Source: an optimization exercise on an open RTL-to-GDS flow (aim: small area, a short achievable clock period and few clock cycles). Production flows keep margins and buffers that such runs may drop. Only the layout flow was run in this run; the RTL was not checked for function there. Power figures rest on the tool's default switching activity, not on a simulated workload.

==> design/flow/design.v <==
package sgd_pkg;
    localparam int NUM_BANKS     = 2;    
    localparam int BITS_PER_BANK = 8;    
    localparam int X_WIDTH       = 32;
    localparam int A_WORD_W      = NUM_BANKS * BITS_PER_BANK;
    localparam int X_WORD_W      = BITS_PER_BANK * X_WIDTH;
    localparam int CFG_W         = 32;
    localparam int DOT_W         = 32;
    localparam int X_ADDR_W      = 6;
    localparam int BIT_IDX_W     = 5;
    localparam int EPOCH_W       = 10;
    localparam int GROUP_W       = CFG_W - 1;   
    localparam int CREDIT_W      = 8;
    localparam int FRAC_BITS     = 4;
    localparam int ACC_WIDTH     = X_WIDTH + FRAC_BITS;
    localparam int STAGES        = 3;
endpackage
import sgd_pkg::*;
module word_reg (
    input  logic                              clk,
    input  logic                              accept,
    input  logic [sgd_pkg::BITS_PER_BANK-1:0] d,
    output logic [sgd_pkg::BITS_PER_BANK-1:0] q
);
    always_ff @(posedge clk)
        q <= accept ? d : '0;
endmodule
import sgd_pkg::*;
module dot_control (
    input  logic                          clk,
    input  logic                          rst_n,
    input  logic                          started,
    input  logic [sgd_pkg::CFG_W-1:0]     number_of_epochs,
    input  logic [sgd_pkg::CFG_W-1:0]     number_of_samples,
    input  logic [sgd_pkg::CFG_W-1:0]     dimension,
    input  logic [sgd_pkg::CFG_W-1:0]     number_of_bits,
    input  logic [sgd_pkg::CREDIT_W-1:0]  x_wr_credit_counter,
    input  logic                          wr_en,
    output logic                          almost_full,
    output logic                          accept,
    output logic [sgd_pkg::X_ADDR_W-1:0]  x_rd_addr,
    output logic [sgd_pkg::BIT_IDX_W-1:0] word_bit,     
    output logic                          word_first,   
    output logic                          word_last     
);
    logic                  running;
    logic                  busy;        
    logic [BIT_IDX_W-1:0]  bit_idx;
    logic [X_ADDR_W-1:0]   chunk_idx;
    logic [GROUP_W-1:0]    group_left;  
    logic [EPOCH_W-1:0]    epoch_left;  
    logic [CREDIT_W-1:0]   credit_idx;  
    logic [BIT_IDX_W-1:0]  bits_last;
    logic [X_ADDR_W-1:0]   chunks_last;
    logic [8:0]            dim_m1;
    logic                  last_bit;
    logic                  last_chunk;
    logic                  last_group;
    logic                  last_epoch;
    logic [BIT_IDX_W-1:0]  bit_inc;
    logic [X_ADDR_W-1:0]   chunk_inc;
    logic                  end_group;
    logic                  end_job;
    logic                  empty_job;
    logic [CREDIT_W-1:0]   credit_next;
    assign dim_m1    = dimension[8:0] - 1'b1;
    assign empty_job = (number_of_epochs[EPOCH_W-1:0] == '0) || (number_of_samples == '0);
    assign bit_inc   = bit_idx + 1'b1;
    assign chunk_inc = chunk_idx + 1'b1;
    assign accept    = wr_en && !almost_full;
    assign end_group = accept && last_bit && last_chunk;
    assign end_job   = end_group && last_group && last_epoch;
    assign credit_next = end_group ? credit_idx + 1'b1 : credit_idx;
    assign x_rd_addr  = chunk_idx;   
    assign word_bit   = bit_idx;
    assign word_first = (bit_idx == '0) && (chunk_idx == '0);
    assign word_last  = last_bit && last_chunk;
    always_ff @(posedge clk)
    begin
        if (!rst_n)
        begin
            busy        <= 1'b0;
            running     <= 1'b0;
            almost_full <= 1'b1;
            bit_idx     <= '0;
            chunk_idx   <= '0;
            group_left  <= '0;
            epoch_left  <= '0;
            credit_idx  <= '0;
        end
        else
        begin
            if (!busy)
            begin
                if (started)
                begin
                    busy        <= 1'b1;
                    bits_last   <= number_of_bits[BIT_IDX_W-1:0] - 1'b1;   
                    chunks_last <= dim_m1[8:3];
                    group_left  <= number_of_samples[CFG_W-1:1];
                    epoch_left  <= number_of_epochs[EPOCH_W-1:0];
                    last_bit    <= (number_of_bits[BIT_IDX_W-1:0] == BIT_IDX_W'(1));
                    last_chunk  <= (dim_m1[8:3] == '0);
                    last_group  <= (number_of_samples[CFG_W-1:1] == GROUP_W'(1));
                    last_epoch  <= (number_of_epochs[EPOCH_W-1:0] == EPOCH_W'(1));
                    running     <= !empty_job;
                    almost_full <= empty_job || (x_wr_credit_counter == '0);
                end
            end
            else
            begin
                almost_full <= !running || end_job || (x_wr_credit_counter == credit_next);
                if (end_job)
                    running <= 1'b0;
            end
            credit_idx <= credit_next;
            if (accept)
            begin
                bit_idx  <= last_bit ? '0 : bit_inc;
                last_bit <= last_bit ? (bits_last == '0) : (bit_inc == bits_last);
                if (last_bit)
                begin
                    chunk_idx  <= last_chunk ? '0 : chunk_inc;
                    last_chunk <= last_chunk ? (chunks_last == '0) : (chunk_inc == chunks_last);
                    if (last_chunk)
                    begin
                        group_left <= last_group ? number_of_samples[CFG_W-1:1] : group_left - 1'b1;
                        last_group <= last_group ? (number_of_samples[CFG_W-1:1] == GROUP_W'(1))
                                                 : (group_left == GROUP_W'(2));
                        if (last_group)
                        begin
                            epoch_left <= epoch_left - 1'b1;
                            last_epoch <= (epoch_left == EPOCH_W'(2));
                        end
                    end
                end
            end
        end
    end
endmodule
module full_adder (
    input  logic a,
    input  logic b,
    input  logic c,
    output logic s,
    output logic co
);
    assign s  = a ^ b ^ c;
    assign co = (a & b) | (a & c) | (b & c);
endmodule
module prefix_adder #(
    parameter int N   = 32,
    parameter bit CIN = 1'b0
) (
    input  logic [N-1:0] a,
    input  logic [N-1:0] b,
    output logic [N-1:0] sum
);
    function automatic int levels_for(input int n);
        levels_for = 0;
        while ((1 << levels_for) < n)
            levels_for = levels_for + 1;
    endfunction
    localparam int L = levels_for(N);
    localparam int LEVELS = L + 1;
    function automatic bit comb(input int l, input int i);
        if (l == 1)
            comb = (i % 2 == 1);
        else if (l < LEVELS)
            comb = (i % 2 == 1) && (i - (1 << (l - 1)) >= 1);
        else
            comb = (i % 2 == 0) && (i >= 2);
    endfunction
    function automatic int part_dist(input int l);
        part_dist = (l == 1 || l == LEVELS) ? 1 : (1 << (l - 1));
    endfunction
    function automatic bit inv_after(input int l, input int i);
        inv_after = 1'b0;
        for (int k = 1; k <= l; k++)
            if (comb(k, i))
                inv_after = !inv_after;
    endfunction
    function automatic bit comb_later(input int l, input int i);
        comb_later = 1'b0;
        for (int k = l + 1; k <= LEVELS; k++)
            if (comb(k, i))
                comb_later = 1'b1;
    endfunction
    logic [N-1:0] g [LEVELS+1];
    logic [N-1:0] p [LEVELS+1];
    logic [N-1:0] p0;
    assign p0   = a ^ b;
    assign p[0] = p0;
    assign g[0] = CIN ? {a[N-1:1] & b[N-1:1], a[0] | b[0]} : (a & b);
    for (genvar l = 1; l <= LEVELS; l++)
    begin : g_level
        localparam int D = part_dist(l);
        for (genvar i = 0; i < N; i++)
        begin : g_node
            if (!comb(l, i))
            begin : g_pass
                assign g[l][i] = g[l-1][i];
                assign p[l][i] = p[l-1][i];
            end
            else
            begin : g_comb
                localparam bit NODE_INV = inv_after(l - 1, i);
                localparam bit PART_INV = inv_after(l - 1, i - D);
                localparam bit NEED_P   = comb_later(l, i);
                logic gj;
                logic pj;
                if (PART_INV == NODE_INV)
                begin : g_same
                    assign gj = g[l-1][i-D];
                    assign pj = p[l-1][i-D];
                end
                else
                begin : g_flip
                    assign gj = ~g[l-1][i-D];
                    assign pj = ~p[l-1][i-D];
                end
                if (!NODE_INV)
                begin : g_true_in
                    ks_gen_n u_g (.gi(g[l-1][i]), .pi(p[l-1][i]), .gj(gj), .gn(g[l][i]));
                    if (NEED_P)
                    begin : g_p
                        ks_prop_n u_p (.pi(p[l-1][i]), .pj(pj), .pn(p[l][i]));
                    end
                    else
                    begin : g_nop
                        assign p[l][i] = 1'b0;   
                    end
                end
                else
                begin : g_inv_in
                    ks_gen u_g (.gni(g[l-1][i]), .pni(p[l-1][i]), .gnj(gj), .g(g[l][i]));
                    if (NEED_P)
                    begin : g_p
                        ks_prop u_p (.pni(p[l-1][i]), .pnj(pj), .p(p[l][i]));
                    end
                    else
                    begin : g_nop
                        assign p[l][i] = 1'b0;
                    end
                end
            end
        end
    end
    assign sum[0] = p0[0] ^ CIN;
    for (genvar i = 1; i < N; i++)
    begin : g_sum
        if (inv_after(LEVELS, i - 1))
        begin : g_inv
            assign sum[i] = ~(p0[i] ^ g[LEVELS][i-1]);
        end
        else
        begin : g_true
            assign sum[i] = p0[i] ^ g[LEVELS][i-1];
        end
    end
endmodule
module ks_gen_n (
    input  logic gi,
    input  logic pi,
    input  logic gj,
    output logic gn
);
    assign gn = ~(gi | (pi & gj));
endmodule
module ks_prop_n (
    input  logic pi,
    input  logic pj,
    output logic pn
);
    assign pn = ~(pi & pj);
endmodule
module ks_gen (
    input  logic gni,
    input  logic pni,
    input  logic gnj,
    output logic g
);
    assign g = ~(gni & (pni | gnj));
endmodule
module ks_prop (
    input  logic pni,
    input  logic pnj,
    output logic p
);
    assign p = ~(pni | pnj);
endmodule
import sgd_pkg::*;
module bank_accumulator (
    input  logic                              clk,
    input  logic                              accept,     
    input  logic [sgd_pkg::BITS_PER_BANK-1:0] a_data,     
    input  logic [sgd_pkg::X_WORD_W-1:0]      x_data,     
    input  logic [sgd_pkg::BIT_IDX_W-1:0]     bit_d,      
    input  logic                              first_d,    
    output logic [sgd_pkg::DOT_W-1:0]         dot_product
);
    localparam int W = X_WIDTH;
    localparam int SLICES = 4;            
    localparam int SLICE_W = W / SLICES;   
    logic [BITS_PER_BANK-1:0] a_bits [SLICES];
    logic [BIT_IDX_W-1:0]     sum_bit;     
    logic                     term_first;  
    logic [W-1:0] m_n [BITS_PER_BANK];
    logic [W-1:0] s1, k1, s2, k2, s3, k3, s4, k4, s5, k5, u, v;
    logic [W-1:0] s5_q, k5_q, k4_q;
    logic [W-1:0] sum_n;
    logic [W-1:0] sum_n_q;
    logic signed [ACC_WIDTH-1:0] shifted;
    logic signed [ACC_WIDTH-1:0] term_q;
    logic signed [ACC_WIDTH-1:0] acc;
    for (genvar c = 0; c < SLICES; c++)
    begin : g_word
        word_reg u_word (
            .clk    (clk),
            .accept (accept),
            .d      (a_data),
            .q      (a_bits[c])
        );
    end
    always_comb
        for (int j = 0; j < BITS_PER_BANK; j++)
            for (int i = 0; i < W; i++)
                m_n[j][i] = ~(a_bits[i / SLICE_W][j] & x_data[j*W + i]);
    generate
        for (genvar i = 0; i < W - 1; i++)                                     
        begin : g_r1                                                            
            full_adder u_fa (.a(m_n[0][i]), .b(m_n[1][i]), .c(m_n[2][i]), .s(s1[i]), .co(k1[i+1])); 
        end                                                                     
        assign s1[W-1] = m_n[0][W-1] ^ m_n[1][W-1] ^ m_n[2][W-1];
        for (genvar i = 0; i < W - 1; i++)                                     
        begin : g_r2                                                            
            full_adder u_fa (.a(m_n[3][i]), .b(m_n[4][i]), .c(m_n[5][i]), .s(s2[i]), .co(k2[i+1])); 
        end                                                                     
        assign s2[W-1] = m_n[3][W-1] ^ m_n[4][W-1] ^ m_n[5][W-1];
        assign k1[0] = 1'b1;
        assign k2[0] = 1'b1;
        for (genvar i = 1; i < W - 1; i++)                                     
        begin : g_r3                                                            
            full_adder u_fa (.a(s1[i]), .b(k1[i]), .c(s2[i]), .s(s3[i]), .co(k3[i+1])); 
        end                                                                     
        assign s3[W-1] = s1[W-1] ^ k1[W-1] ^ s2[W-1];
        assign s3[0] = ~(s1[0] ^ s2[0]);
        assign k3[1] = s1[0] | s2[0];
        assign k3[0] = 1'b1;
        for (genvar i = 1; i < W - 1; i++)                                     
        begin : g_r4                                                            
            full_adder u_fa (.a(k2[i]), .b(m_n[6][i]), .c(m_n[7][i]), .s(s4[i]), .co(k4[i+1])); 
        end                                                                     
        assign s4[W-1] = k2[W-1] ^ m_n[6][W-1] ^ m_n[7][W-1];
        assign s4[0] = ~(m_n[6][0] ^ m_n[7][0]);
        assign k4[1] = m_n[6][0] | m_n[7][0];
        assign k4[0] = 1'b1;
        for (genvar i = 1; i < W - 1; i++)                                     
        begin : g_r5                                                            
            full_adder u_fa (.a(s3[i]), .b(k3[i]), .c(s4[i]), .s(s5[i]), .co(k5[i+1])); 
        end                                                                     
        assign s5[W-1] = s3[W-1] ^ k3[W-1] ^ s4[W-1];
        assign s5[0] = ~(s3[0] ^ s4[0]);
        assign k5[1] = s3[0] | s4[0];
        assign k5[0] = 1'b1;
    endgenerate
    always_ff @(posedge clk)
    begin
        s5_q <= s5;
        k5_q <= k5;
        k4_q <= k4;
    end
    generate
        for (genvar i = 1; i < W - 1; i++)                                     
        begin : g_r6                                                            
            full_adder u_fa (.a(s5_q[i]), .b(k5_q[i]), .c(k4_q[i]), .s(u[i]), .co(v[i+1])); 
        end                                                                     
        assign u[W-1] = s5_q[W-1] ^ k5_q[W-1] ^ k4_q[W-1];
        assign u[0] = s5_q[0];
        assign v[1] = 1'b1;
        assign v[0] = 1'b1;
    endgenerate
    prefix_adder #(.N(W), .CIN(1'b1)) u_sum (.a(u), .b(v), .sum(sum_n));
    always_ff @(posedge clk)
    begin
        sum_n_q <= sum_n;
        sum_bit <= bit_d;
    end
    logic [ACC_WIDTH-1:0] sh [6];
    assign sh[0] = {~sum_n_q[W-1], ~sum_n_q, {(FRAC_BITS-1){1'b0}}};
    for (genvar k = 0; k < BIT_IDX_W; k++)
    begin : g_shift
        for (genvar i = 0; i < ACC_WIDTH; i++)
        begin : g_bit
            if (i + (1 << k) < ACC_WIDTH)
                assign sh[k+1][i] = sum_bit[k] ? sh[k][i + (1 << k)] : sh[k][i];
            else
                assign sh[k+1][i] = sum_bit[k] ? sh[k][ACC_WIDTH-1] : sh[k][i];
        end
    end
    assign shifted = sh[BIT_IDX_W];
    always_ff @(posedge clk)
    begin
        term_q     <= shifted;
        term_first <= first_d;
    end
    logic [ACC_WIDTH-1:0] acc_in;
    logic [ACC_WIDTH-1:0] acc_sum;
    assign acc_in = term_first ? '0 : acc;
    prefix_adder #(.N(ACC_WIDTH), .CIN(1'b0)) u_acc (.a(acc_in), .b(term_q), .sum(acc_sum));
    always_ff @(posedge clk)
        acc <= acc_sum;
    assign dot_product = acc[ACC_WIDTH-1 -: DOT_W];   
endmodule
import sgd_pkg::*;
module sgd_dot_product (
    input  logic                             clk,
    input  logic                             rst_n,
    input  logic                             started,
    input  logic [sgd_pkg::CFG_W-1:0]        number_of_epochs,
    input  logic [sgd_pkg::CFG_W-1:0]        number_of_samples,
    input  logic [sgd_pkg::CFG_W-1:0]        dimension,
    input  logic [sgd_pkg::CFG_W-1:0]        number_of_bits,
    input  logic [sgd_pkg::A_WORD_W-1:0]     dispatch_axb_a_data,
    input  logic                             dispatch_axb_a_wr_en,
    output logic                             dispatch_axb_a_almost_full,
    input  logic [sgd_pkg::CREDIT_W-1:0]     x_wr_credit_counter,
    output logic [sgd_pkg::X_ADDR_W-1:0]     x_rd_addr,
    input  logic [sgd_pkg::X_WORD_W-1:0]     x_rd_data,
    output logic [sgd_pkg::NUM_BANKS*sgd_pkg::DOT_W-1:0] dot_product,   
    output logic [sgd_pkg::NUM_BANKS-1:0]    dot_product_valid
);
    logic                  accept;
    logic [BIT_IDX_W-1:0]  word_bit;
    logic                  word_first;
    logic                  word_last;
    logic [BIT_IDX_W-1:0]  bit_q   [2];
    logic                  first_q [3];
    logic                  last_q  [STAGES+1];
    logic                  out_valid;
    dot_control u_ctrl (
        .clk                 (clk),
        .rst_n               (rst_n),
        .started             (started),
        .number_of_epochs    (number_of_epochs),
        .number_of_samples   (number_of_samples),
        .dimension           (dimension),
        .number_of_bits      (number_of_bits),
        .x_wr_credit_counter (x_wr_credit_counter),
        .wr_en               (dispatch_axb_a_wr_en),
        .almost_full         (dispatch_axb_a_almost_full),
        .accept              (accept),
        .x_rd_addr           (x_rd_addr),
        .word_bit            (word_bit),
        .word_first          (word_first),
        .word_last           (word_last)
    );
    always_ff @(posedge clk)
    begin
        bit_q[0] <= word_bit;
        bit_q[1] <= bit_q[0];
        if (!rst_n)
        begin
            for (int i = 0; i < 3; i++)
                first_q[i] <= 1'b0;
            for (int i = 0; i <= STAGES; i++)
                last_q[i] <= 1'b0;
            out_valid <= 1'b0;
        end
        else
        begin
            first_q[0] <= accept && word_first;
            last_q[0]  <= accept && word_last;
            for (int i = 1; i < 3; i++)
                first_q[i] <= first_q[i-1];
            for (int i = 1; i <= STAGES; i++)
                last_q[i] <= last_q[i-1];
            out_valid <= last_q[STAGES];   
        end
    end
    genvar b;
    generate
        for (b = 0; b < NUM_BANKS; b++)
        begin : g_bank
            bank_accumulator u_bank (
                .clk         (clk),
                .accept      (accept),
                .a_data      (dispatch_axb_a_data[b*BITS_PER_BANK +: BITS_PER_BANK]),
                .x_data      (x_rd_data),
                .bit_d       (bit_q[1]),
                .first_d     (first_q[2]),
                .dot_product (dot_product[b*DOT_W +: DOT_W])
            );
            assign dot_product_valid[b] = out_valid;
        end
    endgenerate
endmodule
==> design/flow/flow/run.sh <==
#!/bin/bash
# The standard layout (standard.sh, the standard flow's own ORFS flow), except that
# the port buffers are the plain sky130_fd_sc_hd__buf_1 rather than the
# buffer_ports default (a delay buffer); every port still gets one.
set -euo pipefail
echo 'export BUFFER_PORTS_ARGS = -buffer_cell sky130_fd_sc_hd__buf_1' >> config.mk
export BUFFER_PORTS_ARGS="-buffer_cell sky130_fd_sc_hd__buf_1"
cp standard.sh standard_sh.txt
bash standard.sh > standard.log 2>&1
==> design/flow/standard.sh <==
#!/bin/bash
# synth_recipe.tcl (not shown) runs the flow's synth.tcl, then flattens the netlist and writes it again
# the make line also repeats each setting of config.mk as NAME=value (left out here)
make -C /OpenROAD-flow-scripts/flow DESIGN_CONFIG=/design/flow/config.mk WORK_HOME=/design/flow/orfs CLKGATE_MAP_FILE= SYNTH_SCRIPT=/design/flow/synth_recipe.tcl "${@:-finish}"
==> design/flow/config.mk <==
export PLATFORM = sky130hd
export DESIGN_NAME = sgd_dot_product
export DESIGN_NICKNAME = sgd_dot_product
export VERILOG_FILES = /design/flow/design.v
export SDC_FILE = /design/flow/constraint.sdc
export NUM_CORES = 4
export LEC_CHECK = 0
export CAP_MARGIN = 20
export CORE_MARGIN = 2
export CORE_UTILIZATION = 50
export CTS_BUF_LIST = sky130_fd_sc_hd__clkbuf_8
export CTS_CLUSTER_SIZE = 30
export SETUP_SLACK_MARGIN = 2.5
export SLEW_MARGIN = 20
export SYNTH_HIERARCHICAL = 1
export SYNTH_MINIMUM_KEEP_SIZE = 0
export BUFFER_PORTS_ARGS = -buffer_cell sky130_fd_sc_hd__buf_1
==> design/flow/constraint.sdc <==
create_clock -name core_clock -period 5.0 [get_ports {clk}]
set_input_delay 1.0000 -clock core_clock [delete_from_list [all_inputs] [get_ports {clk}]]
set_output_delay 1.0000 -clock core_clock [all_outputs]
set_load 0.01 [all_outputs]
==> run notes <==
Logic synthesis
By instance count, the leading cell after synthesis is sky130_fd_sc_hd__nand2_1. In the post-synthesis netlist, the biggest area contributors are sky130_fd_sc_hd__dfxtp_1 30%, sky130_fd_sc_hd__fa_1 20%, sky130_fd_sc_hd__nand2_1 7.4%, sky130_fd_sc_hd__a21oi_2 5.2%, sky130_fd_sc_hd__ha_1 5.0%. The top cell type's share of synthesized area is 30.0%. In this run, distinct cell masters in the synthesized netlist total 69. The library cell occupying the most area in the post-synthesis netlist is sky130_fd_sc_hd__dfxtp_1. The mapped netlist covers 0.0369 mm^2.

In the synthesized netlist, the cells that appear most often are 729 x sky130_fd_sc_hd__nand2_1, 553 x sky130_fd_sc_hd__dfxtp_1, 364 x sky130_fd_sc_hd__fa_1. The warning count from the yosys run is 31. The post-synthesis instance total is 3664. In this run, synthesis inferred 15 flip-flops with an integrated enable.

Summing the sequential cell areas from Yosys gives 31.2% of the chip area. For this run, the leading register cell type out of synthesis is sky130_fd_sc_hd__dfxtp_1. The synthesized design contains 568 register bits. The share of flip-flops with an asynchronous set or reset after synthesis is 0%. A synthesized cell averages 10.1 um^2.

Floorplanning
The core region area is 0.0731 mm^2. The die outline width is 276 um. The full die area is 0.0761 mm^2. The floorplan die height is 276 um. The floorplan has 99 rows.

485 I/O pins were placed. The initial utilization of the core area, before any placement, comes to 50.6%.

Hold path
The path type of the worst min-delay path is reg -> reg. The startpoint identified for the worst hold timing path is bit_q[0][3]$_DFF_P_. The depth of the worst hold-timing path is 0. The worst hold path terminates at bit_q[1][3]$_DFF_P_.

Worst setup path
The library cell contributing the largest single delay on the critical path is sky130_fd_sc_hd__fa_2. The setup check on the worst reg-to-reg path leaves a slack of 2.33 ns. Data on the critical path is required at its endpoint by 5.52 ns. The most repeated library cell on the critical path is sky130_fd_sc_hd__a21oi_2.

The largest incremental delay on the critical path is 0.60 ns. The worst-path maximum fanout is 3. The critical path is of the reg -> reg type. The type of element launching the critical path is a flip-flop. Traced cell by cell, the critical path runs through fa_2 > ha_4 > a21oi_4 > o21ai_4 > a21oi_2 > o21ai_2 > a21oi_2 > buf_6 > inv_2 > a21oi_2 > xnor3_2.

The launch instance of the worst register-to-register path is g_bank[0].u_bank.s5_q[9]$_DFF_P_. The category of the worst setup path capture point is a flip-flop. The terminus of the critical flop-to-flop path is g_bank[0].u_bank.sum_n_q[31]$_DFF_P_. The number of cells traversed by the worst register-to-register path is 11. For the worst setup path, the data arrival time is 3.19 ns. The kind of cell adding the most delay to the critical path is adder cells. The number of buffers and inverters on the critical path is 2.

Clocking
The H-tree generated during clock tree synthesis spans 3 levels. Clock tree synthesis inserted a total of 97 buffers. The worst-case clock buffer depth is 3. Clock latency on the worst-skew pair, taken at its later pin, is 0.70 ns. Counting every sink on the clock net gives 568. After clock tree synthesis, the clock-pin slew on the worst setup and hold paths is 0.06 ns. The buffer type at the clock tree root is sky130_fd_sc_hd__clkbuf_8. TritonCTS built the clock tree.

STA
After layout, the worst path uses 53.4% of the clock period. The worst pin sits at a relative slew slack of 45.2%. Setup repair after global routing could not meet its margin everywhere. The maximum clock skew at final layout is 0.0416 ns. The number of pins with negative max-slew slack in the final report is 0. At the pin with the least slew margin, the transition time is 0.802 ns. The number of endpoints failing setup at the final stage is 0.

On the final layout, the worst hold slack is 0.317 ns. The post-layout minimum cycle time is 2.67 ns. In the final timing run, aggregate negative setup slack is 0 ns.

The final number of hold-violating endpoints was 0. The maximum clock frequency is 375 MHz.

Run status
The flow ran to the end and the layout has no timing, DRC or antenna violations.

Drt
The final route contains 28300 vias. The DRC marker count from the first detailed-route iteration is 1953. After detailed routing, the number of remaining DRC violations is 0.

The via density per instance is 5.57. Dividing the detail-routed wire length by the instance count gives 21.3 um. For this run, the detailed router's first-pass iteration total came to 17. In this run the remaining antenna-violating nets after routing total 0.

Wires add up to 108000 um.

Global routing
For met2 alone, demand over resource in global routing was 47.0%. The number of global-route vias before repair is 28700. Entering global routing, the biggest net connects 73 pins. The layer with the highest usage is met2. The number of antenna violations at the first check in global routing is 24. The wire length of the first global-routing pass is 164000 um. The total grt overflow is 0. The total routing usage reported by global routing is 28.2%. The met1 global-route usage is 37.5%. Global routing consumed, on the met3 layer, 4.29% of the routing resources.

Power and ir drop
Summed over all cells, the static leakage comes to 14.1 nW. The total power divided by cell area is 443 mW/mm^2. IR analysis of the VDD net gives a maximum drop of 281 uV.

Final layout
The share of cells above drive strength 1 is 22.7%. The net count reported at finish is 4964. From synthesis to final layout, the design area changed by 17.5%. The finished layout holds 5088 standard cells, fillers aside.

Placement
The count of input and output buffers is 412. Routability-driven placement finished with a final weighted congestion of 0.950. Once detailed placement completed, the half-perimeter wirelength came to 85600 um. Including well taps, the total number of placed cells is 4833.

Run
The total of max-cap violations is 0.
==> per-module statistics from Yosys, one instance, submodules excluded, excerpt <==
| module | flip-flops and latches | copies in the design | cells inside |
|---|---|---|---|
| full_adder | 0 | 364 | 1 |
| ks_gen_n | 0 | 216 | 1 |
| ks_gen | 0 | 110 | 1 |
| sgd_dot_product | 18 | 1 | 28 |
| ks_prop_n | 0 | 110 | 1 |
| dot_control | 78 | 1 | 590 |
| bank_accumulator | 204 | 2 | 855 |
==> cells in the final DEF (no fill, tap or decap), types with 60 or more instances in the layout <==
| master | n |
|---|---|
| sky130_fd_sc_hd__a21oi_1 | 65 |
| sky130_fd_sc_hd__a21oi_2 | 180 |
| sky130_fd_sc_hd__and2_1 | 75 |
| sky130_fd_sc_hd__buf_1 | 411 |
| sky130_fd_sc_hd__buf_4 | 69 |
| sky130_fd_sc_hd__clkbuf_8 | 120 |
| sky130_fd_sc_hd__dfxtp_1 | 519 |
| sky130_fd_sc_hd__fa_1 | 277 |
| sky130_fd_sc_hd__fa_2 | 87 |
| sky130_fd_sc_hd__ha_1 | 97 |
| sky130_fd_sc_hd__inv_1 | 119 |
| sky130_fd_sc_hd__mux2i_1 | 76 |
| sky130_fd_sc_hd__mux4_2 | 64 |
| sky130_fd_sc_hd__nand2_1 | 614 |
| sky130_fd_sc_hd__nand2_2 | 63 |
| sky130_fd_sc_hd__nor2_1 | 160 |
| sky130_fd_sc_hd__nor2b_1 | 78 |
| sky130_fd_sc_hd__o21ai_0 | 76 |
| sky130_fd_sc_hd__o21ai_1 | 77 |
| sky130_fd_sc_hd__xnor2_1 | 133 |
| sky130_fd_sc_hd__xor2_1 | 60 |
==> power by group <==
| part | switching (mW) | leakage [nW] | internal [mW] | total (mW) |
|---|---|---|---|---|
| clock | 1.95 | 1.13 | 2.41 | 4.35 |
| sequential | 0.809 | 4.72 | 5.60 | 6.41 |
| combinational | 4.69 | 8.28 | 3.79 | 8.48 |
| total | 7.44 | 14.1 | 11.8 | 19.2 |
==> timing repair <==
item	in CTS	in global routing
setup endpoints to repair	169	110
cloned	1	0
resized for setup	157	120
hold buffers	0	0
setup buffers	42	23
pin swaps	61	46
==> per-stage QoR <==
step / power (mW) / worst slack [ns] / cell area [um^2] / utilization [%]
6_report: 19.2 / 2.33 / 43400 / 59.4
5_1_grt: 20.5 / 2.28 / 43400 / 59.4
4_1_cts: 19.0 / 2.35 / 42600 / 58.3
3_5_place_dp: 14.2 / 1.65 / 39300 / 53.8
3_3_place_gp: 14.2 / 1.70 / 39300 / 53.8
2_1_floorplan: 12.4 / 2.33 / 37700 / -
==> area by class of cell <==
| class | instances | area, um^2 |
|---|---|---|
| well taps | 959 | 1200 |
| flip-flops and latches | 568 | 11600 |
| inverters | 104 | 395 |
| fillers | 6281 | 29700 |
| clock inverters | 51 | 375 |
| repair buffers | 494 | 2250 |
| clock buffers | 119 | 1640 |
| multi-input cells | 2774 | 25900 |
| diodes | 19 | 47.5 |
==> sequential cells by signal, indices dropped and copies added (netlist names), 6 cells and up <==
signal and flops:
u_ctrl.chunks_last 6, g_bank.u_bank.acc 72, g_bank.u_bank.sum_bit 10, bit_q 10, g_bank.u_bank.sum_n_q 64, g_bank.u_bank.s5_q 64, u_ctrl.credit_idx 8, g_bank.u_bank.g_word.u_word.q 64
u_ctrl.chunk_idx 6, g_bank.u_bank.term_q 72, u_ctrl.group_left 31, g_bank.u_bank.k5_q 62, g_bank.u_bank.k4_q 62, u_ctrl.epoch_left 10
==> per-layer routing <==
metal | wire length, um | vias up
li1 | - | 13200
met1 | 46400 | 14000
met2 | 52200 | 963
met3 | 6130 | 205
met4 | 3550 | 12
met5 | 74 | -
==> worst max path at each step <==
stage	start	end	cells after the start
finish	g_bank[0].u_bank.s5_q[9]$_DFF_P_	g_bank[0].u_bank.sum_n_q[31]$_DFF_P_	11
global route	g_bank[1].u_bank.k4_q[1]$_DFF_P_	g_bank[1].u_bank.sum_n_q[31]$_DFF_P_	10
CTS	g_bank[0].u_bank.k4_q[9]$_DFF_P_	g_bank[0].u_bank.sum_n_q[31]$_DFF_P_	11
detailed placement	g_bank[1].u_bank.term_first$_DFF_P_	g_bank[1].u_bank.acc[33]$_DFF_P_	11
global placement	g_bank[1].u_bank.term_first$_DFF_P_	g_bank[1].u_bank.acc[33]$_DFF_P_	11
floorplan	x_rd_data[85]	g_bank[0].u_bank.s5_q[21]$_DFF_P_	4
==> kinds of logic (layout without fill, tap and decap cells) <==
logic type,Yosys count,count (layout),synth area share [%]
muxes,176,176,7.71
xor gates and xnor gates,210,210,5.20
other,2,23,0.0203
DFF,568,568,31.2
AOI/OAI and AO/OA,627,628,11.8
buffers and inverters,325,768,4.36
and+or+nand+nor,1243,1243,14.9
adders and majority gates,513,513,24.8

## what the ideal ports hide
The flow's constraints put no driver on any port. The routed layout listed below was extracted and timed again, unchanged, in two steps. Step 1 (the two cells are an assumption about what drives the block):
set clk [get_ports {clk}]
set_driving_cell -lib_cell sky130_fd_sc_hd__clkbuf_16 $clk
set_driving_cell -lib_cell sky130_fd_sc_hd__buf_2 [delete_from_list [all_inputs] $clk]
Step 2 moves the port delays by t, midway between the first and last clock arrival at a register: inputs arrive t later, outputs are due t later. That takes back most of the time a late clock gives input paths. a / b / c = ideal / step 1 / step 2; a / b = the first two.
t (ns): 0.743
setup WS [ns]: 2.330 / 2.330 / 1.941
hold WS [ns]: 0.317 / 0.317 / 0.317
After both steps this run still meets setup and hold. For this run, drivers alone change the setup slack by 0.000 ns; drivers and shift together by -0.389 ns.
